Context: an optimization exercise on an open-source flow, tuned for small area and few clock cycles per item. The choices shown serve that exercise and are no tape-out recipe. The RTL was checked by simulation tests, not by an equivalence proof against the original design. Power and IR drop assume default switching activity.

$ cat flow/config.mk
export PLATFORM = sky130hd
export DESIGN_NAME = huffman_symbol_bit_packer
export DESIGN_NICKNAME = huffman_symbol_bit_packer
export VERILOG_FILES = /design/flow/design.v
export SDC_FILE = /design/flow/constraint.sdc
export NUM_CORES = 4
export LEC_CHECK = 0
export CAP_MARGIN = 20
export CORE_MARGIN = 2
export CORE_UTILIZATION = 40
export SLEW_MARGIN = 20
$ cat flow/constraint.sdc
create_clock -name core_clock -period 6.0 [get_ports {i_clk}]
set_input_delay 1.2000 -clock core_clock [delete_from_list [all_inputs] [get_ports {i_clk}]]
set_output_delay 1.2000 -clock core_clock [all_outputs]
set_load 0.01 [all_outputs]
$ cat flow/design.v
package hsbp_pkg;
    localparam int SYMBOL_COUNT_DEF  = 256;
    localparam int MAX_CODE_BITS_DEF = 8;
    localparam int SYM_W   = 8;
    localparam int CODE_W  = 8;
    localparam int LEN_W   = 4;
    localparam int ACC_N_W = 3;
    localparam int BYTE_W  = 8;
    localparam int QUEUE_DEPTH = 4;
    localparam int QPTR_W      = $clog2(QUEUE_DEPTH);
    localparam int QCNT_W      = $clog2(QUEUE_DEPTH + 1);
    typedef enum logic [1:0] {
        KIND_LOAD   = 2'd0,
        KIND_ENCODE = 2'd1,
        KIND_FLUSH  = 2'd2,
        KIND_NONE   = 2'd3
    } t_kind;
    typedef enum logic [1:0] {
        OP_ENCODE  = 2'd0,
        OP_UNKNOWN = 2'd1,
        OP_FLUSH   = 2'd2
    } t_op;
    typedef struct packed {
        logic [CODE_W-1:0] code;
        logic [LEN_W-1:0]  len;
    } t_entry;
    typedef struct packed {
        t_op    op;
        t_entry entry;
    } t_qent;
endpackage
module hsbp_front #(
    parameter int SYMBOL_COUNT  = hsbp_pkg::SYMBOL_COUNT_DEF,
    parameter int MAX_CODE_BITS = hsbp_pkg::MAX_CODE_BITS_DEF
) (
    input  logic                       i_clk,
    input  logic                       i_rst_n,
    input  logic                       i_valid,
    output logic                       o_stall,
    input  logic [1:0]                 i_kind,
    input  logic [hsbp_pkg::SYM_W-1:0] i_symbol,
    input  logic [hsbp_pkg::CODE_W-1:0] i_code_bits,
    input  logic [hsbp_pkg::LEN_W-1:0] i_code_length,
    input  logic [hsbp_pkg::QCNT_W-1:0] i_q_count,
    output logic                       o_push,
    output hsbp_pkg::t_qent            o_push_ent
);
    localparam int AW = (SYMBOL_COUNT > 1) ? $clog2(SYMBOL_COUNT) : 1;
    logic [hsbp_pkg::CODE_W+hsbp_pkg::LEN_W-1:0] r_mem [SYMBOL_COUNT];
    logic [SYMBOL_COUNT-1:0] r_tab_vld;
    hsbp_pkg::t_entry r_rd_entry;
    logic             r_rd_vld;
    logic             r_s1_valid;
    logic             r_s1_flush;
    logic             r_s1_oob;
    logic                          accept;
    logic                          oob;
    logic [AW-1:0]                 addr;
    logic [hsbp_pkg::LEN_W-1:0]    len_sat;
    logic [hsbp_pkg::CODE_W-1:0]   mask;
    hsbp_pkg::t_entry              wr_entry;
    logic                          is_load;
    logic                          is_work;
    assign o_stall = (i_q_count + hsbp_pkg::QCNT_W'(r_s1_valid))
                     >= hsbp_pkg::QCNT_W'(hsbp_pkg::QUEUE_DEPTH);
    assign accept  = i_valid && !o_stall;
    assign oob     = {1'b0, i_symbol} >= (hsbp_pkg::SYM_W + 1)'(SYMBOL_COUNT);
    assign addr    = i_symbol[AW-1:0];
    assign is_load = (i_kind == hsbp_pkg::KIND_LOAD);
    assign is_work = (i_kind == hsbp_pkg::KIND_ENCODE) || (i_kind == hsbp_pkg::KIND_FLUSH);
    always_comb begin
        if (i_code_length > hsbp_pkg::LEN_W'(MAX_CODE_BITS)) begin
            len_sat = hsbp_pkg::LEN_W'(MAX_CODE_BITS);
        end else begin
            len_sat = i_code_length;
        end
        mask           = hsbp_pkg::CODE_W'(16'hFF00 >> len_sat);
        wr_entry.code  = i_code_bits & mask;
        wr_entry.len   = len_sat;
    end
    always_ff @(posedge i_clk) begin
        if (accept && is_load && !oob) begin
            r_mem[addr] <= wr_entry;
        end
        r_rd_entry <= r_mem[addr];
    end
    always_ff @(posedge i_clk) begin
        if (!i_rst_n) begin
            r_tab_vld  <= '0;
            r_rd_vld   <= 1'b0;
            r_s1_valid <= 1'b0;
            r_s1_flush <= 1'b0;
            r_s1_oob   <= 1'b0;
        end else begin
            if (accept && is_load && !oob) begin
                r_tab_vld[addr] <= 1'b1;
            end
            r_rd_vld   <= r_tab_vld[addr];
            r_s1_valid <= accept && is_work;
            r_s1_flush <= (i_kind == hsbp_pkg::KIND_FLUSH);
            r_s1_oob   <= oob;
        end
    end
    always_comb begin
        o_push           = r_s1_valid;
        o_push_ent.entry = r_rd_entry;
        if (r_s1_flush) begin
            o_push_ent.op = hsbp_pkg::OP_FLUSH;
        end else if (r_s1_oob || !r_rd_vld || (r_rd_entry.len == '0)) begin
            o_push_ent.op = hsbp_pkg::OP_UNKNOWN;
        end else begin
            o_push_ent.op = hsbp_pkg::OP_ENCODE;
        end
    end
endmodule
module hsbp_queue (
    input  logic                         i_clk,
    input  logic                         i_rst_n,
    input  logic                         i_push,
    input  hsbp_pkg::t_qent              i_push_ent,
    input  logic                         i_pop,
    output logic                         o_head_valid,
    output hsbp_pkg::t_qent              o_head,
    output logic [hsbp_pkg::QCNT_W-1:0]  o_count
);
    logic [2+hsbp_pkg::CODE_W+hsbp_pkg::LEN_W-1:0] r_mem [hsbp_pkg::QUEUE_DEPTH];
    logic [hsbp_pkg::QPTR_W-1:0] r_wp;
    logic [hsbp_pkg::QPTR_W-1:0] r_rp;
    logic [hsbp_pkg::QCNT_W-1:0] r_count;
    assign o_head_valid = (r_count != '0);
    assign o_head       = r_mem[r_rp];
    assign o_count      = r_count;
    always_ff @(posedge i_clk) begin
        if (i_push) begin
            r_mem[r_wp] <= i_push_ent;
        end
    end
    always_ff @(posedge i_clk) begin
        if (!i_rst_n) begin
            r_wp    <= '0;
            r_rp    <= '0;
            r_count <= '0;
        end else begin
            if (i_push) begin
                r_wp <= r_wp + 1'b1;
            end
            if (i_pop) begin
                r_rp <= r_rp + 1'b1;
            end
            r_count <= r_count + hsbp_pkg::QCNT_W'(i_push) - hsbp_pkg::QCNT_W'(i_pop);
        end
    end
endmodule
module hsbp_back (
    input  logic                          i_clk,
    input  logic                          i_rst_n,
    input  logic                          i_head_valid,
    input  hsbp_pkg::t_qent               i_head,
    output logic                          o_pop,
    output logic                          o_valid,
    input  logic                          i_stall,
    output logic [hsbp_pkg::BYTE_W-1:0]   o_packed_byte,
    output logic [hsbp_pkg::LEN_W-1:0]    o_valid_bits,
    output logic                          o_is_last,
    output logic                          o_unknown_symbol
);
    logic [hsbp_pkg::BYTE_W-1:0]  r_acc;
    logic [hsbp_pkg::ACC_N_W-1:0] r_cnt;
    logic                         r_out_valid;
    logic [hsbp_pkg::BYTE_W-1:0]  r_out_byte;
    logic [hsbp_pkg::LEN_W-1:0]   r_out_bits;
    logic                         r_out_last;
    logic                         r_out_unk;
    logic [hsbp_pkg::BYTE_W-1:0]  n_acc;
    logic [hsbp_pkg::ACC_N_W-1:0] n_cnt;
    logic                         n_emit;
    logic [hsbp_pkg::BYTE_W-1:0]  n_byte;
    logic [hsbp_pkg::LEN_W-1:0]   n_bits;
    logic                         n_last;
    logic                         n_unk;
    logic [2*hsbp_pkg::BYTE_W-1:0] wide;
    logic [hsbp_pkg::LEN_W-1:0]    total;
    assign o_pop = i_head_valid && (!r_out_valid || !i_stall);
    always_comb begin
        wide  = {r_acc, hsbp_pkg::BYTE_W'(0)}
              | ({i_head.entry.code, hsbp_pkg::BYTE_W'(0)} >> r_cnt);
        total = hsbp_pkg::LEN_W'(r_cnt) + i_head.entry.len;
        n_acc  = r_acc;
        n_cnt  = r_cnt;
        n_emit = 1'b0;
        n_byte = '0;
        n_bits = '0;
        n_last = 1'b0;
        n_unk  = 1'b0;
        unique case (i_head.op)
            hsbp_pkg::OP_ENCODE: begin
                if (total >= hsbp_pkg::LEN_W'(hsbp_pkg::BYTE_W)) begin
                    n_emit = 1'b1;
                    n_byte = wide[2*hsbp_pkg::BYTE_W-1:hsbp_pkg::BYTE_W];
                    n_bits = hsbp_pkg::LEN_W'(hsbp_pkg::BYTE_W);
                    n_acc  = wide[hsbp_pkg::BYTE_W-1:0];
                    n_cnt  = hsbp_pkg::ACC_N_W'(total - hsbp_pkg::LEN_W'(hsbp_pkg::BYTE_W));
                end else begin
                    n_acc = wide[2*hsbp_pkg::BYTE_W-1:hsbp_pkg::BYTE_W];
                    n_cnt = hsbp_pkg::ACC_N_W'(total);
                end
            end
            hsbp_pkg::OP_UNKNOWN: begin
                n_emit = 1'b1;
                n_unk  = 1'b1;
            end
            hsbp_pkg::OP_FLUSH: begin
                n_emit = 1'b1;
                n_byte = r_acc;
                n_bits = hsbp_pkg::LEN_W'(r_cnt);
                n_last = 1'b1;
                n_acc  = '0;
                n_cnt  = '0;
            end
            default: begin
                n_acc = r_acc;
            end
        endcase
    end
    always_ff @(posedge i_clk) begin
        if (!i_rst_n) begin
            r_acc       <= '0;
            r_cnt       <= '0;
            r_out_valid <= 1'b0;
        end else begin
            if (o_pop) begin
                r_acc <= n_acc;
                r_cnt <= n_cnt;
            end
            if (o_pop && n_emit) begin
                r_out_valid <= 1'b1;
            end else if (!i_stall) begin
                r_out_valid <= 1'b0;
            end
        end
    end
    always_ff @(posedge i_clk) begin
        if (o_pop && n_emit) begin
            r_out_byte <= n_byte;
            r_out_bits <= n_bits;
            r_out_last <= n_last;
            r_out_unk  <= n_unk;
        end
    end
    assign o_valid          = r_out_valid;
    assign o_packed_byte    = r_out_byte;
    assign o_valid_bits     = r_out_bits;
    assign o_is_last        = r_out_last;
    assign o_unknown_symbol = r_out_unk;
endmodule
module huffman_symbol_bit_packer #(
    parameter int SYMBOL_COUNT  = hsbp_pkg::SYMBOL_COUNT_DEF,
    parameter int MAX_CODE_BITS = hsbp_pkg::MAX_CODE_BITS_DEF
) (
    input  logic                        i_clk,
    input  logic                        i_rst_n,
    input  logic                        i_valid,
    output logic                        o_stall,
    input  logic [1:0]                  i_kind,
    input  logic [hsbp_pkg::SYM_W-1:0]  i_symbol,
    input  logic [hsbp_pkg::CODE_W-1:0] i_code_bits,
    input  logic [hsbp_pkg::LEN_W-1:0]  i_code_length,
    output logic                        o_valid,
    input  logic                        i_stall,
    output logic [hsbp_pkg::BYTE_W-1:0] o_packed_byte,
    output logic [hsbp_pkg::LEN_W-1:0]  o_valid_bits,
    output logic                        o_is_last,
    output logic                        o_unknown_symbol
);
    logic                        push;
    hsbp_pkg::t_qent             push_ent;
    logic                        pop;
    logic                        head_valid;
    hsbp_pkg::t_qent             head;
    logic [hsbp_pkg::QCNT_W-1:0] q_count;
    hsbp_front #(
        .SYMBOL_COUNT  (SYMBOL_COUNT),
        .MAX_CODE_BITS (MAX_CODE_BITS)
    ) u_front (
        .i_clk         (i_clk),
        .i_rst_n       (i_rst_n),
        .i_valid       (i_valid),
        .o_stall       (o_stall),
        .i_kind        (i_kind),
        .i_symbol      (i_symbol),
        .i_code_bits   (i_code_bits),
        .i_code_length (i_code_length),
        .i_q_count     (q_count),
        .o_push        (push),
        .o_push_ent    (push_ent)
    );
    hsbp_queue u_queue (
        .i_clk        (i_clk),
        .i_rst_n      (i_rst_n),
        .i_push       (push),
        .i_push_ent   (push_ent),
        .i_pop        (pop),
        .o_head_valid (head_valid),
        .o_head       (head),
        .o_count      (q_count)
    );
    hsbp_back u_back (
        .i_clk            (i_clk),
        .i_rst_n          (i_rst_n),
        .i_head_valid     (head_valid),
        .i_head           (head),
        .o_pop            (pop),
        .o_valid          (o_valid),
        .i_stall          (i_stall),
        .o_packed_byte    (o_packed_byte),
        .o_valid_bits     (o_valid_bits),
        .o_is_last        (o_is_last),
        .o_unknown_symbol (o_unknown_symbol)
    );
endmodule
$ cat flow/run.sh
#!/bin/bash
# synth_recipe.tcl (not shown) runs the flow's synth.tcl, then flattens the netlist and writes it again
# the make line also repeats each setting of config.mk as NAME=value (left out here)
make -C /OpenROAD-flow-scripts/flow DESIGN_CONFIG=/design/flow/config.mk WORK_HOME=/design/flow/orfs CLKGATE_MAP_FILE= SYNTH_SCRIPT=/design/flow/synth_recipe.tcl finish
==> summary.txt <==
STA
The setup total negative slack is 0 ps. The worst hold slack is 461 ps. The worst path meets setup with 1500 ps of slack. Setup violations remaining at the end of the flow were counted as 0. The period utilization is 75.0%. The number of hold violations in the final report came to 0.

Setup repair after global routing left no endpoint under its margin. Headroom to the max-slew limit came out at 17.5%. At the pin with the least slew margin, the transition time is 1240 ps. Between clock sinks in the finished design, the worst skew comes to 79.4 ps. The number of slew-limit violations in the final report is 0. Counting I/O delays and the setup requirement, the final critical path takes 4500 ps. For this run, the top clock speed supported by timing is 222 MHz.

Clock tree
The clock sink count is 3,434. Buffers inserted to repair hold after CTS numbered 0. Counting the buffers created by CTS gives 358. The post-CTS setup buffer count is 0. The maximum count of clock buffers along a single path is 4. The H-tree depth is 5. Post-CTS repair changed the size of 0 cells. TritonCTS built the clock tree. For the worst-skew pair, the clock arrives at the later sink with an insertion delay of 970 ps. Clock-pin slew was measured on the worst setup and hold paths at 60 ps. The buffer cell driving the clock tree root is clkbuf_16.

Placement
Detailed placement ended at an HPWL of 227 mm. OpenSTA, run right after detailed placement, puts the worst setup slack at 914 ps. Counting tap cells, the placed design contains a total of 10.9k instances. The standard cell area after detailed placement is 142,000 µm². The count of input and output buffers is 41. Routability-driven placement finished with a final weighted congestion of 0.905.

Global routing
The first-pass GRT wire length is 519 mm. Global routing finished with a remaining overflow of 0. The number of global-route vias before repair is 67.7k. The maximum number of pins on one net before global-route repair is 193.

The initial antenna violation count is 20. The global-route usage over all layers is 21.5%.

Synthesis
The synthesized netlist cell count is 6,431. The dominant register cell in the synthesized netlist is edfxtp_1. The number of nets in the synthesized netlist is 6,480. In the synthesized netlist the async set-or-reset flop fraction comes to 0%. Summing every instance area after synthesis gives 133,000 µm².

In the synthesized netlist, the cells that appear most often are 3,142 x edfxtp_1, 944 x mux4_2, 541 x nor2_1. edfxtp_1 takes more of the synthesized area than any other cell. edfxtp_1 is the most common cell in the netlist. Dividing the synthesized area by the synthesized cell count gives 20.7 µm². Yosys mapped a number of flops with a built-in enable equal to 3,142. The number of different library cells used by synthesis comes to 77. The Yosys step of the flow raised 3 warnings. Counting flops and latches in the post-synthesis netlist gives 3,434. The synthesized design devotes to its leading area cell type 70.7% of total area. Of the synthesized area, sequential elements account for 75.1%. Sorting the synthesized cells by area gives the leading types as edfxtp_1 71%, mux4_2 16%, dfxtp_1 4.4%.

Die
Row generation in the floorplan step produced 212 rows. The die width is 581 µm. The full die area is 338,000 µm². Measured along the y axis, the die boundary spans 581 µm. The boundary pin count is 42. The initial core utilization is 40.1%.

The total area inside the core boundary comes to 333,000 µm².

Run
Max-cap violations in this run came to 0.

Final layout
The area growth from synthesis to layout is 15.0%. The register cell area after layout is 100,000 µm². Cells with a size suffix above 1 make up 28.4% of the layout. After filler insertion, the fill cell instance count of the layout stands at 27.6k. For this run, the post-layout net count is 6,945. Once layout is done, the placed cells without fillers occupy 153,000 µm². The area occupied by multi-input gates is 31,500 µm². Once layout is complete, the cells apart from fillers number 11.6k.

Drt
The detailed router finished its first iteration with 8,844 violations. The final routed DRC violation total is 0. After detailed routing, the average wire length per cell comes to 31.8 µm. The first-pass iteration count of the detailed router is 8. For this block, the via count after detailed routing is 68.4k.

The remaining antenna violation count after routing is 0. The final layout contains routed wiring with a total length of 368 mm. Using the TritonRoute via totals, the vias-per-cell ratio works out to 5.90.

Setup path
The startpoint kind of the worst setup timing path is a flop. The critical path in this run is classified as reg2reg. The worst register-to-register path begins at u_front.r_s1_valid. The capture point of the worst path is u_front.r_mem[245][9]. The startpoint of the worst setup timing path is u_front.r_s1_valid.

The slack of the worst reg-to-reg path is 1500 ps. The worst-case reg-to-reg path depth is 6. The maximum net fanout on the critical path is 16. STA classifies the critical path endpoint as a flop. The terminus of the critical flop-to-flop path is u_front.r_mem[245][9]. At the worst endpoint, the required time is 6520 ps. The worst endpoint data arrival time is 5010 ps.

Min path
The class of the most critical hold timing path is reg2reg.

Run status
The flow ran to the end and the layout has no timing, DRC or antenna violations.

Power
The reported leakage power is 48.7 nW. The power per unit of standard cell area is 336 nW/µm². The maximum vdd ir drop is 0.289 mV.
==> cells in the final DEF, fill, tap and decap left out, drive strengths merged, types with 11 or more instances in the layout <==
master         instances
nand3                 59
clkinv               163
mux4                 944
dfxtp                292
nor2                 541
a22oi                 56
clkbuf               450
a22o                  11
mux2i                158
and3                  13
clkdlybuf4s50         31
o211ai                16
ha                    22
o22ai                 61
nor4                  11
inv                   29
o21a                 259
o21ai                 15
and2                  16
a21oi                 51
mux2                  13
nor3                  20
bufinv                24
nand4                 15
clkinvlp              15
nand2                132
buf                  470
nor2b                 23
edfxtp              3142
==> per-stage QoR <==
step	util [%]	power (mW)
5_1_grt	46.1	52.9
3_3_place_gp	42.6	30.2
4_1_cts	46.1	51.8
6_report	46.1	51.4
2_1_floorplan	-	28.9
3_5_place_dp	42.6	30.2
==> worst max-delay path, stage by stage (launching register included) <==
cell and delay (ps):
dfxtp_1 390, ha_1 230, ha_1 190, xnor2_1 320
and3_2 760, nand3_2 950, nor2_1 1160
==> per-layer routing <==
layer  track usage [%]  share of wire, %
met1              30.3                40
met2              32.6                46
met3              4.80               9.9
met4              8.12               4.2
met5                 0             0.026
==> worst min path at each step <==
stage,startpoint,to,slack (ps),depth (start not counted)
2_1_floorplan,u_front.r_tab_vld[104],u_front.r_tab_vld[104],440,1
4_1_cts,u_front.r_tab_vld[204],u_front.r_tab_vld[204],460,1
3_3_place_gp,u_front.r_tab_vld[167],u_front.r_tab_vld[167],440,1
5_1_grt,u_front.r_tab_vld[153],u_front.r_tab_vld[153],480,1
3_5_place_dp,u_front.r_tab_vld[153],u_front.r_tab_vld[153],450,1
6_report,u_front.r_tab_vld[253],u_front.r_tab_vld[253],460,1
==> registers in the layout, summed over array words and instances (netlist names), 2 cells and up, named ones only <==
name and flops:
u_front.r_tab_vld 256, u_queue.r_wp 2, u_front.r_mem 3072, u_queue.r_mem 56, u_queue.r_count 3, u_front.r_rd_entry 12
u_queue.r_rp 2, u_back.r_acc 8, u_back.r_out_bits 4, u_back.r_cnt 3, u_back.r_out_byte 8
==> final cells by class <==
class | instances | share of cell area [%]
Tap cell | 4387 | 3.58
Clock inverter | 208 | 1.35
Antenna cell | 6 | 0.00979
Timing Repair Buffer | 504 | 2.96
Clock buffer | 447 | 6.16
Multi-Input combinational cell | 2575 | 20.5
Sequential cell | 3434 | 65.4
Inverter | 23 | 0.0612
==> report_power, final <==
group | internal, mW | total [mW] | switching [mW]
Sequential | 26.3 | 26.5 | 0.151
Clock | 12.3 | 21.7 | 9.40
Combinational | 1.20 | 3.27 | 2.07
==> cell families (layout without fill, tap and decap cells) <==
family,after synthesis,after routing,share of synthesized area [%]
DFF,3434,3434,75.1
muxes,1115,1115,17.2
adders and majority gates,23,23,0.221
xor gates and xnor gates,11,11,0.0722
and+or+nand+nor,884,884,2.87
other,0,6,0
buffers and inverters,422,1182,1.49
AOI/OAI and AO/OA,542,542,2.98
Testbench counts, summed over its fixed seeds: cycles 34,080, items 34,056.

## port drivers added, routing unchanged
The flow's constraints put no driver on any port. The routed layout listed below was extracted and timed again, unchanged, in two steps.
Step 1 (the two cells are an assumption about what drives the block):
set clk [get_ports {i_clk}]
set_driving_cell -lib_cell sky130_fd_sc_hd__clkbuf_16 $clk
set_driving_cell -lib_cell sky130_fd_sc_hd__buf_2 [delete_from_list [all_inputs] $clk]
Step 2 moves the port delays by t, midway between the first and last clock arrival at a register: inputs arrive t later, outputs are due t later. That takes back most of the time a late clock gives input paths.
a / b / c = no drivers / after step 1 / after step 2; a / b = the first two.
shift t [ns]: 1.022
setup WS [ns]: 1.502 / 1.502 / 0.777
worst hold slack (ns): 0.461 / 0.461 / 0.461
slew at the worst register clock pin (ns): 0.07 / 0.07
After both steps this run still meets setup and hold. For this run, drivers alone change the setup slack by 0.000 ns; drivers and shift together by -0.725 ns.
